This is an optimization exercise on Yosys and OpenROAD, whose aim is a short achievable clock period and few clock cycles, not a production implementation.
Function was checked by simulation only, so behaviour that the tests miss may differ from the original.
Power figures rest on the tool's default switching activity, not on a simulated workload.

**design.v**
```verilog
package cpu_isa_pkg;
    typedef enum logic [6:0] {
        OPC_OP     = 7'b0110011,
        OPC_OP_IMM = 7'b0010011,
        OPC_LOAD   = 7'b0000011,
        OPC_STORE  = 7'b0100011,
        OPC_BRANCH = 7'b1100011
    } opcode_e;
    typedef enum logic [3:0] {
        ALU_ADD, ALU_SUB, ALU_AND, ALU_OR,
        ALU_XOR, ALU_SLL, ALU_SRL, ALU_SRA
    } alu_op_e;
    typedef enum logic [1:0] {
        BR_EQ, BR_NE, BR_LT, BR_GE
    } branch_cond_e;
    localparam logic [2:0] FUNCT3_ADD_SUB = 3'b000;
    localparam logic [2:0] FUNCT3_SLL     = 3'b001;
    localparam logic [2:0] FUNCT3_WORD    = 3'b010;   
    localparam logic [2:0] FUNCT3_XOR     = 3'b100;
    localparam logic [2:0] FUNCT3_SR      = 3'b101;   
    localparam logic [2:0] FUNCT3_OR      = 3'b110;
    localparam logic [2:0] FUNCT3_AND     = 3'b111;
    localparam logic [2:0] FUNCT3_BEQ     = 3'b000;
    localparam logic [2:0] FUNCT3_BNE     = 3'b001;
    localparam logic [2:0] FUNCT3_BLT     = 3'b100;
    localparam logic [2:0] FUNCT3_BGE     = 3'b101;
    localparam logic [6:0] FUNCT7_ALT     = 7'b0100000;   
endpackage
package cpu_pipe_pkg;
    localparam int XLEN    = 32;
    localparam int REG_AW  = 5;
    localparam int DMEM_AW = 15;   
    localparam logic [XLEN-1:0] RESET_PC = '0;
    typedef enum logic [1:0] {
        FWD_NONE,
        FWD_EX_MEM,
        FWD_MEM_WB
    } fwd_sel_e;
endpackage
module alu (
    input  logic [31:0]          a_i,
    input  logic [31:0]          b_i,
    input  cpu_isa_pkg::alu_op_e op_i,
    output logic [31:0]          y_o
);
    always_comb
    begin
        case (op_i)
            cpu_isa_pkg::ALU_ADD: y_o = a_i + b_i;
            cpu_isa_pkg::ALU_SUB: y_o = a_i - b_i;
            cpu_isa_pkg::ALU_AND: y_o = a_i & b_i;
            cpu_isa_pkg::ALU_OR:  y_o = a_i | b_i;
            cpu_isa_pkg::ALU_XOR: y_o = a_i ^ b_i;
            cpu_isa_pkg::ALU_SLL: y_o = a_i << b_i[4:0];
            cpu_isa_pkg::ALU_SRL: y_o = a_i >> b_i[4:0];
            cpu_isa_pkg::ALU_SRA: y_o = $signed(a_i) >>> b_i[4:0];   
            default:              y_o = a_i + b_i;
        endcase
    end
endmodule
module reg_file (
    input  logic                            clk,
    input  logic                            rstn,
    input  logic [cpu_pipe_pkg::REG_AW-1:0] ra1_i,
    input  logic [cpu_pipe_pkg::REG_AW-1:0] ra2_i,
    output logic [cpu_pipe_pkg::XLEN-1:0]   rd1_o,
    output logic [cpu_pipe_pkg::XLEN-1:0]   rd2_o,
    input  logic [cpu_pipe_pkg::REG_AW-1:0] wa_i,
    input  logic [cpu_pipe_pkg::XLEN-1:0]   wd_i,
    input  logic                            we_i
);
    logic [cpu_pipe_pkg::XLEN-1:0] regs [1 << cpu_pipe_pkg::REG_AW];
    always_ff @(posedge clk or negedge rstn)
    begin
        if (!rstn)
        begin
            for (int i = 0; i < (1 << cpu_pipe_pkg::REG_AW); i++)
                regs[i] <= '0;
        end
        else if (we_i && wa_i != '0)
            regs[wa_i] <= wd_i;   
    end
    assign rd1_o = regs[ra1_i];
    assign rd2_o = regs[ra2_i];
endmodule
module fetch_stage (
    input  logic                          clk,
    input  logic                          rstn,
    input  logic                          stall_i,
    input  logic                          branch_taken_i,
    input  logic [cpu_pipe_pkg::XLEN-1:0] branch_target_i,
    input  logic [cpu_pipe_pkg::XLEN-1:0] instr_i,
    output logic [cpu_pipe_pkg::XLEN-1:0] pc_o,
    output logic [cpu_pipe_pkg::XLEN-1:0] if_id_pc_o,
    output logic [cpu_pipe_pkg::XLEN-1:0] if_id_instr_o
);
    always_ff @(posedge clk or negedge rstn)
    begin
        if (!rstn)
            pc_o <= cpu_pipe_pkg::RESET_PC;
        else if (branch_taken_i)
            pc_o <= branch_target_i;   
        else if (!stall_i)
            pc_o <= pc_o + cpu_pipe_pkg::XLEN'(4);
    end
    always_ff @(posedge clk or negedge rstn)
    begin
        if (!rstn)
        begin
            if_id_pc_o    <= '0;
            if_id_instr_o <= '0;
        end
        else if (branch_taken_i)
        begin
            if_id_pc_o    <= '0;
            if_id_instr_o <= '0;   
        end
        else if (!stall_i)
        begin
            if_id_pc_o    <= pc_o;
            if_id_instr_o <= instr_i;
        end
    end
endmodule
module decode_unit (
    input  logic [cpu_pipe_pkg::XLEN-1:0]   instr_i,
    input  logic [cpu_pipe_pkg::XLEN-1:0]   pc_i,
    input  logic [cpu_pipe_pkg::XLEN-1:0]   rs1_val_i,
    input  logic [cpu_pipe_pkg::XLEN-1:0]   rs2_val_i,
    input  logic                            stall_i,
    output logic [cpu_pipe_pkg::REG_AW-1:0] rs1_o,
    output logic [cpu_pipe_pkg::REG_AW-1:0] rs2_o,
    output logic [cpu_pipe_pkg::REG_AW-1:0] rd_o,
    output logic [cpu_pipe_pkg::XLEN-1:0]   imm_o,
    output cpu_isa_pkg::alu_op_e            alu_op_o,
    output logic                            alu_src_imm_o,
    output logic                            reg_write_o,
    output logic                            mem_read_o,
    output logic                            mem_write_o,
    output logic                            uses_rs_early_o,
    output logic                            branch_taken_o,
    output logic [cpu_pipe_pkg::XLEN-1:0]   branch_target_o
);
    logic [2:0]                    funct3;
    logic                          alt;
    logic                          use_rs1;
    logic                          use_rs2;
    logic                          is_branch;
    logic                          cond_ok;
    logic                          cond_true;
    cpu_isa_pkg::branch_cond_e     cond;
    logic [cpu_pipe_pkg::XLEN-1:0] imm_i;
    logic [cpu_pipe_pkg::XLEN-1:0] imm_s;
    logic [cpu_pipe_pkg::XLEN-1:0] imm_b;
    assign funct3 = instr_i[14:12];
    assign alt    = (instr_i[31:25] == cpu_isa_pkg::FUNCT7_ALT);
    assign imm_i  = {{20{instr_i[31]}}, instr_i[31:20]};
    assign imm_s  = {{20{instr_i[31]}}, instr_i[31:25], instr_i[11:7]};
    assign imm_b  = {{19{instr_i[31]}}, instr_i[31], instr_i[7], instr_i[30:25],
                     instr_i[11:8], 1'b0};
    assign rs1_o = use_rs1 ? instr_i[19:15] : '0;
    assign rs2_o = use_rs2 ? instr_i[24:20] : '0;
    assign rd_o  = reg_write_o ? instr_i[11:7] : '0;
    always_comb
    begin
        use_rs1       = 1'b0;
        use_rs2       = 1'b0;
        is_branch     = 1'b0;
        imm_o         = imm_i;
        alu_op_o      = cpu_isa_pkg::ALU_ADD;
        alu_src_imm_o = 1'b0;
        reg_write_o   = 1'b0;
        mem_read_o    = 1'b0;
        mem_write_o   = 1'b0;
        case (instr_i[6:0])
            cpu_isa_pkg::OPC_OP:
            begin
                use_rs1     = 1'b1;
                use_rs2     = 1'b1;
                reg_write_o = 1'b1;
                case (funct3)
                    cpu_isa_pkg::FUNCT3_ADD_SUB:
                        alu_op_o = alt ? cpu_isa_pkg::ALU_SUB : cpu_isa_pkg::ALU_ADD;
                    cpu_isa_pkg::FUNCT3_SLL: alu_op_o = cpu_isa_pkg::ALU_SLL;
                    cpu_isa_pkg::FUNCT3_XOR: alu_op_o = cpu_isa_pkg::ALU_XOR;
                    cpu_isa_pkg::FUNCT3_SR:
                        alu_op_o = alt ? cpu_isa_pkg::ALU_SRA : cpu_isa_pkg::ALU_SRL;
                    cpu_isa_pkg::FUNCT3_OR:  alu_op_o = cpu_isa_pkg::ALU_OR;
                    cpu_isa_pkg::FUNCT3_AND: alu_op_o = cpu_isa_pkg::ALU_AND;
                    default:                 reg_write_o = 1'b0;   
                endcase
            end
            cpu_isa_pkg::OPC_OP_IMM:
            begin
                use_rs1       = 1'b1;
                alu_src_imm_o = 1'b1;
                reg_write_o   = 1'b1;
                case (funct3)
                    cpu_isa_pkg::FUNCT3_ADD_SUB: alu_op_o = cpu_isa_pkg::ALU_ADD;
                    cpu_isa_pkg::FUNCT3_XOR:     alu_op_o = cpu_isa_pkg::ALU_XOR;
                    cpu_isa_pkg::FUNCT3_OR:      alu_op_o = cpu_isa_pkg::ALU_OR;
                    cpu_isa_pkg::FUNCT3_AND:     alu_op_o = cpu_isa_pkg::ALU_AND;
                    default:                     reg_write_o = 1'b0;
                endcase
            end
            cpu_isa_pkg::OPC_LOAD:
            begin
                use_rs1       = (funct3 == cpu_isa_pkg::FUNCT3_WORD);
                alu_src_imm_o = 1'b1;
                reg_write_o   = use_rs1;
                mem_read_o    = use_rs1;   
            end
            cpu_isa_pkg::OPC_STORE:
            begin
                use_rs1       = (funct3 == cpu_isa_pkg::FUNCT3_WORD);
                use_rs2       = use_rs1;
                imm_o         = imm_s;
                alu_src_imm_o = 1'b1;
                mem_write_o   = use_rs1;
            end
            cpu_isa_pkg::OPC_BRANCH:
            begin
                use_rs1   = cond_ok;
                use_rs2   = cond_ok;
                imm_o     = imm_b;
                is_branch = cond_ok;
            end
            default: ;
        endcase
    end
    always_comb
    begin
        cond_ok = 1'b1;
        case (funct3)
            cpu_isa_pkg::FUNCT3_BEQ: cond = cpu_isa_pkg::BR_EQ;
            cpu_isa_pkg::FUNCT3_BNE: cond = cpu_isa_pkg::BR_NE;
            cpu_isa_pkg::FUNCT3_BLT: cond = cpu_isa_pkg::BR_LT;
            cpu_isa_pkg::FUNCT3_BGE: cond = cpu_isa_pkg::BR_GE;
            default:
            begin
                cond    = cpu_isa_pkg::BR_EQ;
                cond_ok = 1'b0;   
            end
        endcase
        case (cond)
            cpu_isa_pkg::BR_EQ: cond_true = (rs1_val_i == rs2_val_i);
            cpu_isa_pkg::BR_NE: cond_true = (rs1_val_i != rs2_val_i);
            cpu_isa_pkg::BR_LT: cond_true = ($signed(rs1_val_i) < $signed(rs2_val_i));
            default:            cond_true = ($signed(rs1_val_i) >= $signed(rs2_val_i));
        endcase
    end
    assign uses_rs_early_o = is_branch;
    assign branch_taken_o  = is_branch & cond_true & ~stall_i;   
    assign branch_target_o = pc_i + imm_b;
endmodule
module hazard_unit (
    input  logic [cpu_pipe_pkg::REG_AW-1:0] id_rs1_i,
    input  logic [cpu_pipe_pkg::REG_AW-1:0] id_rs2_i,
    input  logic                            id_uses_rs_early_i,
    input  logic [cpu_pipe_pkg::REG_AW-1:0] ex_rd_i,
    input  logic                            ex_mem_read_i,
    input  logic                            ex_reg_write_i,
    input  logic [cpu_pipe_pkg::REG_AW-1:0] ex_rs1_i,
    input  logic [cpu_pipe_pkg::REG_AW-1:0] ex_rs2_i,
    input  logic [cpu_pipe_pkg::REG_AW-1:0] mem_rd_i,
    input  logic                            mem_mem_read_i,
    input  logic                            mem_reg_write_i,
    input  logic [cpu_pipe_pkg::REG_AW-1:0] wb_rd_i,
    input  logic                            wb_reg_write_i,
    output logic                            stall_o,
    output cpu_pipe_pkg::fwd_sel_e          fwd_ex_a_o,
    output cpu_pipe_pkg::fwd_sel_e          fwd_ex_b_o,
    output cpu_pipe_pkg::fwd_sel_e          fwd_id_a_o,
    output cpu_pipe_pkg::fwd_sel_e          fwd_id_b_o
);
    logic id_hit_ex;
    logic id_hit_mem;
    function automatic logic hit(input logic [cpu_pipe_pkg::REG_AW-1:0] rd,
                                 input logic [cpu_pipe_pkg::REG_AW-1:0] rs);
        hit = (rd != '0) && (rd == rs);
    endfunction
    function automatic cpu_pipe_pkg::fwd_sel_e pick(input logic [cpu_pipe_pkg::REG_AW-1:0] rs);
        if (mem_reg_write_i && hit(mem_rd_i, rs))
            pick = cpu_pipe_pkg::FWD_EX_MEM;
        else if (wb_reg_write_i && hit(wb_rd_i, rs))
            pick = cpu_pipe_pkg::FWD_MEM_WB;
        else
            pick = cpu_pipe_pkg::FWD_NONE;
    endfunction
    assign id_hit_ex  = hit(ex_rd_i, id_rs1_i) || hit(ex_rd_i, id_rs2_i);
    assign id_hit_mem = hit(mem_rd_i, id_rs1_i) || hit(mem_rd_i, id_rs2_i);
    assign stall_o = (ex_mem_read_i && id_hit_ex)                          
                   || (id_uses_rs_early_i && ex_reg_write_i && id_hit_ex)   
                   || (id_uses_rs_early_i && mem_mem_read_i && id_hit_mem);  
    always_comb
    begin
        fwd_ex_a_o = pick(ex_rs1_i);
        fwd_ex_b_o = pick(ex_rs2_i);
        fwd_id_a_o = pick(id_rs1_i);
        fwd_id_b_o = pick(id_rs2_i);
    end
endmodule
module cpu_top (
    input  logic                             clk,
    input  logic                             rstn,
    output logic [cpu_pipe_pkg::XLEN-1:0]    imem_addr_o,
    input  logic [cpu_pipe_pkg::XLEN-1:0]    imem_data_i,
    output logic [cpu_pipe_pkg::DMEM_AW-1:0] dmem_addr_o,
    output logic [cpu_pipe_pkg::XLEN-1:0]    dmem_wdata_o,
    output logic                             dmem_we_o,
    input  logic [cpu_pipe_pkg::XLEN-1:0]    dmem_rdata_i
);
    logic [cpu_pipe_pkg::XLEN-1:0]   if_id_pc;
    logic [cpu_pipe_pkg::XLEN-1:0]   if_id_instr;
    logic                            stall;
    logic                            branch_taken;
    logic [cpu_pipe_pkg::XLEN-1:0]   branch_target;
    logic [cpu_pipe_pkg::REG_AW-1:0] id_rs1;
    logic [cpu_pipe_pkg::REG_AW-1:0] id_rs2;
    logic [cpu_pipe_pkg::REG_AW-1:0] id_rd;
    logic [cpu_pipe_pkg::XLEN-1:0]   id_imm;
    cpu_isa_pkg::alu_op_e            id_alu_op;
    logic                            id_alu_src_imm;
    logic                            id_reg_write;
    logic                            id_mem_read;
    logic                            id_mem_write;
    logic                            id_uses_rs_early;
    logic [cpu_pipe_pkg::XLEN-1:0]   rf_rd1;
    logic [cpu_pipe_pkg::XLEN-1:0]   rf_rd2;
    logic [cpu_pipe_pkg::XLEN-1:0]   id_rs1_val;
    logic [cpu_pipe_pkg::XLEN-1:0]   id_rs2_val;
    cpu_pipe_pkg::fwd_sel_e          fwd_ex_a;
    cpu_pipe_pkg::fwd_sel_e          fwd_ex_b;
    cpu_pipe_pkg::fwd_sel_e          fwd_id_a;
    cpu_pipe_pkg::fwd_sel_e          fwd_id_b;
    logic                            id_ex_reg_write;
    logic                            id_ex_mem_read;
    logic                            id_ex_mem_write;
    logic [cpu_pipe_pkg::REG_AW-1:0] id_ex_rd;
    logic [cpu_pipe_pkg::REG_AW-1:0] id_ex_rs1;
    logic [cpu_pipe_pkg::REG_AW-1:0] id_ex_rs2;
    cpu_isa_pkg::alu_op_e            id_ex_alu_op;
    logic                            id_ex_alu_src_imm;
    logic [cpu_pipe_pkg::XLEN-1:0]   id_ex_imm;
    logic [cpu_pipe_pkg::XLEN-1:0]   id_ex_rs1_val;
    logic [cpu_pipe_pkg::XLEN-1:0]   id_ex_rs2_val;
    logic [cpu_pipe_pkg::XLEN-1:0]   ex_a;
    logic [cpu_pipe_pkg::XLEN-1:0]   ex_b_reg;
    logic [cpu_pipe_pkg::XLEN-1:0]   ex_b;
    logic [cpu_pipe_pkg::XLEN-1:0]   ex_y;
    logic                            ex_mem_reg_write;
    logic                            ex_mem_mem_read;
    logic                            ex_mem_mem_write;
    logic [cpu_pipe_pkg::REG_AW-1:0] ex_mem_rd;
    logic [cpu_pipe_pkg::XLEN-1:0]   ex_mem_alu_y;
    logic [cpu_pipe_pkg::XLEN-1:0]   ex_mem_wdata;
    logic                            mem_wb_reg_write;
    logic                            mem_wb_mem_read;
    logic [cpu_pipe_pkg::REG_AW-1:0] mem_wb_rd;
    logic [cpu_pipe_pkg::XLEN-1:0]   mem_wb_alu_y;
    logic [cpu_pipe_pkg::XLEN-1:0]   mem_wb_rdata;
    logic [cpu_pipe_pkg::XLEN-1:0]   wb_data;
    function automatic logic [cpu_pipe_pkg::XLEN-1:0] fwd_mux(
        input cpu_pipe_pkg::fwd_sel_e        sel,
        input logic [cpu_pipe_pkg::XLEN-1:0] own,
        input logic [cpu_pipe_pkg::XLEN-1:0] from_mem,
        input logic [cpu_pipe_pkg::XLEN-1:0] from_wb
    );
        case (sel)
            cpu_pipe_pkg::FWD_EX_MEM: fwd_mux = from_mem;
            cpu_pipe_pkg::FWD_MEM_WB: fwd_mux = from_wb;
            default:                  fwd_mux = own;
        endcase
    endfunction
    fetch_stage u_fetch (
        .clk(clk), .rstn(rstn), .stall_i(stall),
        .branch_taken_i(branch_taken), .branch_target_i(branch_target),
        .instr_i(imem_data_i), .pc_o(imem_addr_o),
        .if_id_pc_o(if_id_pc), .if_id_instr_o(if_id_instr)
    );
    decode_unit u_decode (
        .instr_i(if_id_instr), .pc_i(if_id_pc),
        .rs1_val_i(id_rs1_val), .rs2_val_i(id_rs2_val), .stall_i(stall),
        .rs1_o(id_rs1), .rs2_o(id_rs2), .rd_o(id_rd), .imm_o(id_imm),
        .alu_op_o(id_alu_op), .alu_src_imm_o(id_alu_src_imm),
        .reg_write_o(id_reg_write), .mem_read_o(id_mem_read), .mem_write_o(id_mem_write),
        .uses_rs_early_o(id_uses_rs_early),
        .branch_taken_o(branch_taken), .branch_target_o(branch_target)
    );
    reg_file u_rf (
        .clk(clk), .rstn(rstn), .ra1_i(id_rs1), .ra2_i(id_rs2),
        .rd1_o(rf_rd1), .rd2_o(rf_rd2),
        .wa_i(mem_wb_rd), .wd_i(wb_data), .we_i(mem_wb_reg_write)
    );
    hazard_unit u_hazard (
        .id_rs1_i(id_rs1), .id_rs2_i(id_rs2), .id_uses_rs_early_i(id_uses_rs_early),
        .ex_rd_i(id_ex_rd), .ex_mem_read_i(id_ex_mem_read), .ex_reg_write_i(id_ex_reg_write),
        .ex_rs1_i(id_ex_rs1), .ex_rs2_i(id_ex_rs2),
        .mem_rd_i(ex_mem_rd), .mem_mem_read_i(ex_mem_mem_read),
        .mem_reg_write_i(ex_mem_reg_write),
        .wb_rd_i(mem_wb_rd), .wb_reg_write_i(mem_wb_reg_write),
        .stall_o(stall), .fwd_ex_a_o(fwd_ex_a), .fwd_ex_b_o(fwd_ex_b),
        .fwd_id_a_o(fwd_id_a), .fwd_id_b_o(fwd_id_b)
    );
    assign id_rs1_val = fwd_mux(fwd_id_a, rf_rd1, ex_mem_alu_y, wb_data);
    assign id_rs2_val = fwd_mux(fwd_id_b, rf_rd2, ex_mem_alu_y, wb_data);
    always_ff @(posedge clk or negedge rstn)
    begin
        if (!rstn)
        begin
            id_ex_reg_write <= 1'b0;
            id_ex_mem_read  <= 1'b0;
            id_ex_mem_write <= 1'b0;
            id_ex_rd        <= '0;
            id_ex_rs1       <= '0;
            id_ex_rs2       <= '0;
        end
        else
        begin
            id_ex_reg_write <= id_reg_write & ~stall;   
            id_ex_mem_read  <= id_mem_read & ~stall;
            id_ex_mem_write <= id_mem_write & ~stall;
            id_ex_rd        <= stall ? '0 : id_rd;
            id_ex_rs1       <= stall ? '0 : id_rs1;
            id_ex_rs2       <= stall ? '0 : id_rs2;
        end
    end
    always_ff @(posedge clk)
    begin
        id_ex_alu_op      <= id_alu_op;
        id_ex_alu_src_imm <= id_alu_src_imm;
        id_ex_imm         <= id_imm;
        id_ex_rs1_val     <= id_rs1_val;
        id_ex_rs2_val     <= id_rs2_val;
    end
    assign ex_a     = fwd_mux(fwd_ex_a, id_ex_rs1_val, ex_mem_alu_y, wb_data);
    assign ex_b_reg = fwd_mux(fwd_ex_b, id_ex_rs2_val, ex_mem_alu_y, wb_data);
    assign ex_b     = id_ex_alu_src_imm ? id_ex_imm : ex_b_reg;
    alu u_alu (.a_i(ex_a), .b_i(ex_b), .op_i(id_ex_alu_op), .y_o(ex_y));
    always_ff @(posedge clk or negedge rstn)
    begin
        if (!rstn)
        begin
            ex_mem_reg_write <= 1'b0;
            ex_mem_mem_read  <= 1'b0;
            ex_mem_mem_write <= 1'b0;
            ex_mem_rd        <= '0;
            mem_wb_reg_write <= 1'b0;
            mem_wb_mem_read  <= 1'b0;
            mem_wb_rd        <= '0;
        end
        else
        begin
            ex_mem_reg_write <= id_ex_reg_write;
            ex_mem_mem_read  <= id_ex_mem_read;
            ex_mem_mem_write <= id_ex_mem_write;
            ex_mem_rd        <= id_ex_rd;
            mem_wb_reg_write <= ex_mem_reg_write;
            mem_wb_mem_read  <= ex_mem_mem_read;
            mem_wb_rd        <= ex_mem_rd;
        end
    end
    always_ff @(posedge clk)
    begin
        ex_mem_alu_y <= ex_y;
        ex_mem_wdata <= ex_b_reg;   
        mem_wb_alu_y <= ex_mem_alu_y;
        mem_wb_rdata <= dmem_rdata_i;
    end
    assign dmem_addr_o  = ex_mem_alu_y[cpu_pipe_pkg::DMEM_AW+1:2];   
    assign dmem_wdata_o = ex_mem_wdata;
    assign dmem_we_o    = ex_mem_mem_write;
    assign wb_data      = mem_wb_mem_read ? mem_wb_rdata : mem_wb_alu_y;
endmodule
```
**run.sh**
```bash
#!/bin/bash
# synth_recipe.tcl (not shown) runs the flow's synth.tcl, then flattens the netlist and writes it again
# the make line also repeats each setting of config.mk as NAME=value (left out here)
make -C /OpenROAD-flow-scripts/flow DESIGN_CONFIG=/design/flow/config.mk WORK_HOME=/design/flow/orfs CLKGATE_MAP_FILE= SYNTH_SCRIPT=/design/flow/synth_recipe.tcl finish
```
**config.mk**
```make
export PLATFORM = sky130hd
export DESIGN_NAME = cpu_top
export DESIGN_NICKNAME = cpu_top
export VERILOG_FILES = /design/flow/design.v
export SDC_FILE = /design/flow/constraint.sdc
export NUM_CORES = 4
export LEC_CHECK = 0
export CAP_MARGIN = 20
export CORE_MARGIN = 2
export CORE_UTILIZATION = 40
export SLEW_MARGIN = 20
```
**constraint.sdc**
```tcl
create_clock -name core_clock -period 10.0 [get_ports {clk}]
set_input_delay 2.0000 -clock core_clock [delete_from_list [all_inputs] [get_ports {clk}]]
set_output_delay 2.0000 -clock core_clock [all_outputs]
set_load 0.01 [all_outputs]
```
==> flow_results.org <==
** Synthesis
- Most area-consuming cells after synthesis :: dfrtp_1, a22oi_1, a21oi_1
- The share of synthesized area in the top cell type comes to 0.4011.
- Net count after synthesis :: 8475
- In this run the mean area of a mapped cell was 8.722 um^2.
- Biggest area consumer among synthesized cells :: dfrtp_1
- Among all flip-flop cells after synthesis, the most frequent one is dfrtp_1.
- The cell count after synthesis came out at 8247.
- Mapped cell area :: 0.07193 mm^2
- Synth warnings :: 7
- Of the synthesized area, sequential elements account for 0.4593.
- Total of flip-flops plus latches after synthesis :: 1362
- Count of distinct cell types in the synthesized netlist :: 102
- Count of flip-flops with a built-in enable after synthesis :: 0
- After synthesis, the share of flip-flops with an asynchronous set or reset is 0.8465.

** Placed design
- Port Buf Inserts :: 145
- Pre-CTS WS :: 1.497 ns
- RePlAce Congestion :: 1.003
- Post-detailed-placement half-perimeter wirelength :: 223700 um

** Clocking
- The number of clock buffers added by TritonCTS is 152.
- PostCTS Resize Cnt :: 0
- CTS H-tree lvls :: 4
- TritonCTS clock tree :: built
- Clk pin slew, worst setup/hold paths :: 0.06 ns
- The root buffer cell chosen for the clock tree is clkbuf_16.
- Maximum clock path buffer count :: 3
- Clock latency on the worst-skew pair, taken at its later pin, is 0.83 ns.
- # Post-CTS Setup Buffers :: 0
- The tree built by TritonCTS fans out to 1362 sinks.
- CTS Hold Buffers Added :: 0

** Timing
- Slew HR :: 0.1506
- Setup total negative slack on the finished layout was measured at 0 ns.
- Setup repair after global routing missed its margin :: false
- The final-report max-slew violation count came to 0.
- The routed design could run at a clock period as short as 9.014 ns.
- Number of setup violations in the final report :: 0
- PnR worst setup slack :: 0.9859 ns
- Dividing the final minimum period by the clock period gives 0.9014.
- The hold violation total from the final report is 0.
- The tightest hold path in the finished design has a slack of 0.3633 ns.
- For the final database, setup skew stands at 0.03554 ns.
- Actual transition at the worst max-transition pin :: 1.271 ns
- Highest attainable clock frequency :: 0.1109 GHz

** Power
- Leakage power summed over all cells :: 34.60 nW
- Power per unit of standard cell area :: 167.9 mW/mm^2
- The design draws 13.75 mW.
- The share of total power dissipated in the clock network is 0.421.
- Sw Share :: 0.3018
- Of the total power, combinational logic draws 0.145.
- Switching power of the nets :: 4.151 mW
- Internal :: 9.603 mW
- The share of total power dissipated in sequential elements is 0.434.
- Across the VDD grid, the largest voltage drop is 149.6 uV.

** Hold path
- The worst hold path belongs to the class reg2reg.

** Route
- In the final routed layout, each cell accounts on average for 32.17 um.
- The final route contains 70360 vias.
- Using the TritonRoute via totals, the vias-per-cell ratio works out to 6.674.
- For this run, the detailed router's first-pass iteration total came to 9.
- DRT Wirelength :: 339200 um
- Remaining number of nets flagged by the antenna check after routing :: 0
- For this block, the initial DRC count from the detailed router was 11780.
- For this run, design rule violations remaining after detail routing come to 0.

** GRT
- Pin count of the biggest net entering global routing :: 177
- Initial antenna violation count :: 14
- Total routing resource utilization after global routing :: 0.3586
- The first global-routing pass estimated 484400 um of wire.
- Via count of the first global-routing pass :: 66690
- For this run the aggregate overflow at the end of global routing stands at 0.

** Job
- The tool flagged a number of max-cap violations equal to 0.

** Die
- The core region is 0.1786 mm^2.
- Count of standard-cell rows :: 155
- Die width :: 428.1 um
- Die Ht :: 428.1 um
- 146 I/O pins were placed.
- Die Area :: 0.1832 mm^2
- For this configuration, the core starts out at a cell density of 0.4027.

** Finish
- The net count of the finished layout is 8286.
- In the final layout, the share of cells above drive strength 1 is 0.09811.
- Relative to the synthesized area, the layout overhead comes to 13.87%.

** Setup path
- The critical path is of the reg2reg type.
- Kind of start point of the critical path :: flip-flop
- Data on the critical path arrives at its endpoint at 9.67 ns.
- The worst setup path is captured at a flip-flop.
- Worst Path Max Fanout :: 27
- Worst path required time :: 10.65 ns

** Status
- The flow ran to the end and the layout has no timing, DRC or antenna violations.
-- power groups by stage --
stage	clock network, mW	registers (mW)	logic [mW]
detailed placement	0	6.06	1.95
global placement	0	6.06	1.94
CTS	5.84	5.96	1.96
global route	6.05	5.98	2.11
finish	5.79	5.96	2.00
floorplan	0	5.91	1.09
-- Yosys cell counts, types with 23 or more instances --
| master | number |
|---|---|
| or3_1 | 23 |
| clkbuf_1 | 619 |
| a21oi_1 | 1002 |
| and3_1 | 29 |
| buf_1 | 45 |
| dfxtp_1 | 209 |
| ha_1 | 160 |
| a41oi_1 | 23 |
| a211oi_1 | 40 |
| nand4_1 | 196 |
| mux2_2 | 58 |
| xor2_1 | 28 |
| a21o_1 | 56 |
| nor4_1 | 25 |
| a22oi_1 | 744 |
| buf_2 | 76 |
| o21a_1 | 26 |
| nor3_1 | 114 |
| dfrtp_1 | 1153 |
| a31oi_1 | 27 |
| o21ai_0 | 552 |
| o31ai_1 | 32 |
| a221oi_1 | 114 |
| a22o_1 | 117 |
| nand2b_1 | 26 |
| nand3_1 | 193 |
| inv_1 | 119 |
| nand2_1 | 778 |
| o211ai_1 | 36 |
| o22ai_1 | 44 |
| xnor2_1 | 95 |
| nor2_1 | 1025 |
| mux2i_1 | 114 |
-- cell type report --
cell class	instances	area (um^2)
Tap cell	2355	2947
Sequential cell	1362	33040
Multi-Input combinational cell	6001	36580
Clock buffer	220	4504
Clock inverter	61	606.8
Inverter	123	461.7
Antenna cell	3	7.507
Fill cell	17010	96710
Timing Repair Buffer	418	3754
-- logic make-up after synthesis --
kind of cell    after synthesis  share of synthesized area
mux                         175                    0.02561
xor+xnor                    123                    0.01498
buf+inv                     884                    0.04886
compound gates             3019                     0.2694
flops                      1362                     0.4593
fa+ha+maj                   163                    0.02853
simple gates               2521                     0.1534
-- registers in the layout, summed over array words and instances, names as in the netlist, 3 cells and up --
name and cells:
ex_mem_alu_y 32, ex_mem_rd 5, ex_mem_wdata 32, id_ex_alu_op 3
id_ex_imm 13, id_ex_rd 5, id_ex_rs1 5, id_ex_rs1_val 32
id_ex_rs2 5, id_ex_rs2_val 32, mem_wb_alu_y 32, mem_wb_rd 5
mem_wb_rdata 32, u_fetch.if_id_instr_o 32, u_fetch.if_id_pc_o 32, u_fetch.pc_o 32
u_rf.regs 1024
-- per-layer routing --
metal	global-route usage	wire length (um)	share of wire	vias up
met5	0	158	0.00047	-
met4	0.2128	23610	0.070	22
met3	0.09820	41640	0.12	1189
met2	0.5071	139400	0.41	5206
met1	0.4882	134300	0.40	34170
li1	-	-	-	29770
-- critical path: stages, from the launching register on --
cell       delay [ns]
dfrtp_1          0.49
or3b_2           0.53
a21oi_1          0.48
o21ai_2          0.35
or3_1            0.73
nor2_4           0.93
buf_4            0.47
a22oi_1          0.15
nand4_1          0.21
nor3_1           0.14
a41oi_1          0.61
a21oi_1          0.28
a21oi_1          0.25
inv_1            0.07
ha_1             0.30
nand4_1          0.11
nor2_1           0.18
and3_1           0.33
nand4_1          0.33
or3_1            0.41
o2111ai_1        0.08
o31a_2           0.57
buf_4            0.40
nand2_1          0.11
o22ai_1          0.18
a21oi_1          0.09
-- through the flow --
step | cell area (um^2) | utilization | std cells
floorplan | 71930 | - | 8247
global placement | 76660 | 0.4292 | 10260
detailed placement | 76720 | 0.4295 | 10260
CTS | 81830 | 0.4581 | 10540
global route | 81900 | 0.4585 | 10540
finish | 81910 | 0.4586 | 10540
-- cell usage in the layout, fill, tap and decap left out, drive strengths merged, types with 31 or more instances in the layout --
cell type / instances
dfrtp: 1153
nor2: 1027
a21oi: 1002
nand2: 779
a22oi: 744
o21ai: 574
buf: 274
clkbuf: 220
dfxtp: 209
nand4: 196
nand3: 193
ha: 160
clkdlybuf4s50: 144
inv: 126
a221oi: 118
a22o: 117
nor3: 116
mux2i: 115
xnor2: 95
mux2: 59
a21o: 56
clkinv: 48
o22ai: 44
a211oi: 41
o211ai: 37
o31ai: 34
and3: 31
-- worst paths after layout --
kind / to / from / cells past startpoint / slack [ns]
min: ex_mem_mem_write$_DFF_PN0_ / id_ex_mem_write$_DFF_PN0_ / 0 / 0.36
min in group asynchronous: u_rf.regs[6][2]$_DFFE_PN0P_ / rstn / 1 / 1.22
max in group asynchronous: u_rf.regs[19][15]$_DFFE_PN0P_ / rstn / 3 / 6.60
max: u_fetch.pc_o[19]$_DFFE_PN0P_ / u_fetch.if_id_instr_o[13]$_DFFE_PN0P_ / 25 / 0.99
min reg2reg: ex_mem_mem_write$_DFF_PN0_ / id_ex_mem_write$_DFF_PN0_ / 0 / 0.36
max reg2reg: u_fetch.pc_o[19]$_DFFE_PN0P_ / u_fetch.if_id_instr_o[13]$_DFFE_PN0P_ / 25 / 0.99
Testbench counts, summed over its fixed seeds: cycles 185,814.

## static timing again, ports no longer ideal
The results above use ideal ports. As a check the final layout listed here was re-extracted and re-timed, cells and wires unchanged. Step 1: set_driving_cell puts a clkbuf_16 on clk and a buf_2 on each other input, an assumption about the parent block. Step 2 moves the port delays by t, midway between the first and last clock arrival at a register: inputs arrive t later, outputs are due t later. That takes back most of the time a late clock gives input paths. Slacks: no drivers / after step 1 / after step 2; pairs: no drivers / after step 1.
shift t [ns]: 0.907
setup WS [ns]: 0.986 / 0.986 / 0.986
latest minus earliest clock arrival (ns): 0.039 / 0.039
After both steps this run still meets setup and hold. For this run, drivers alone change the setup slack by 0.000 ns; drivers and shift together by 0.000 ns.
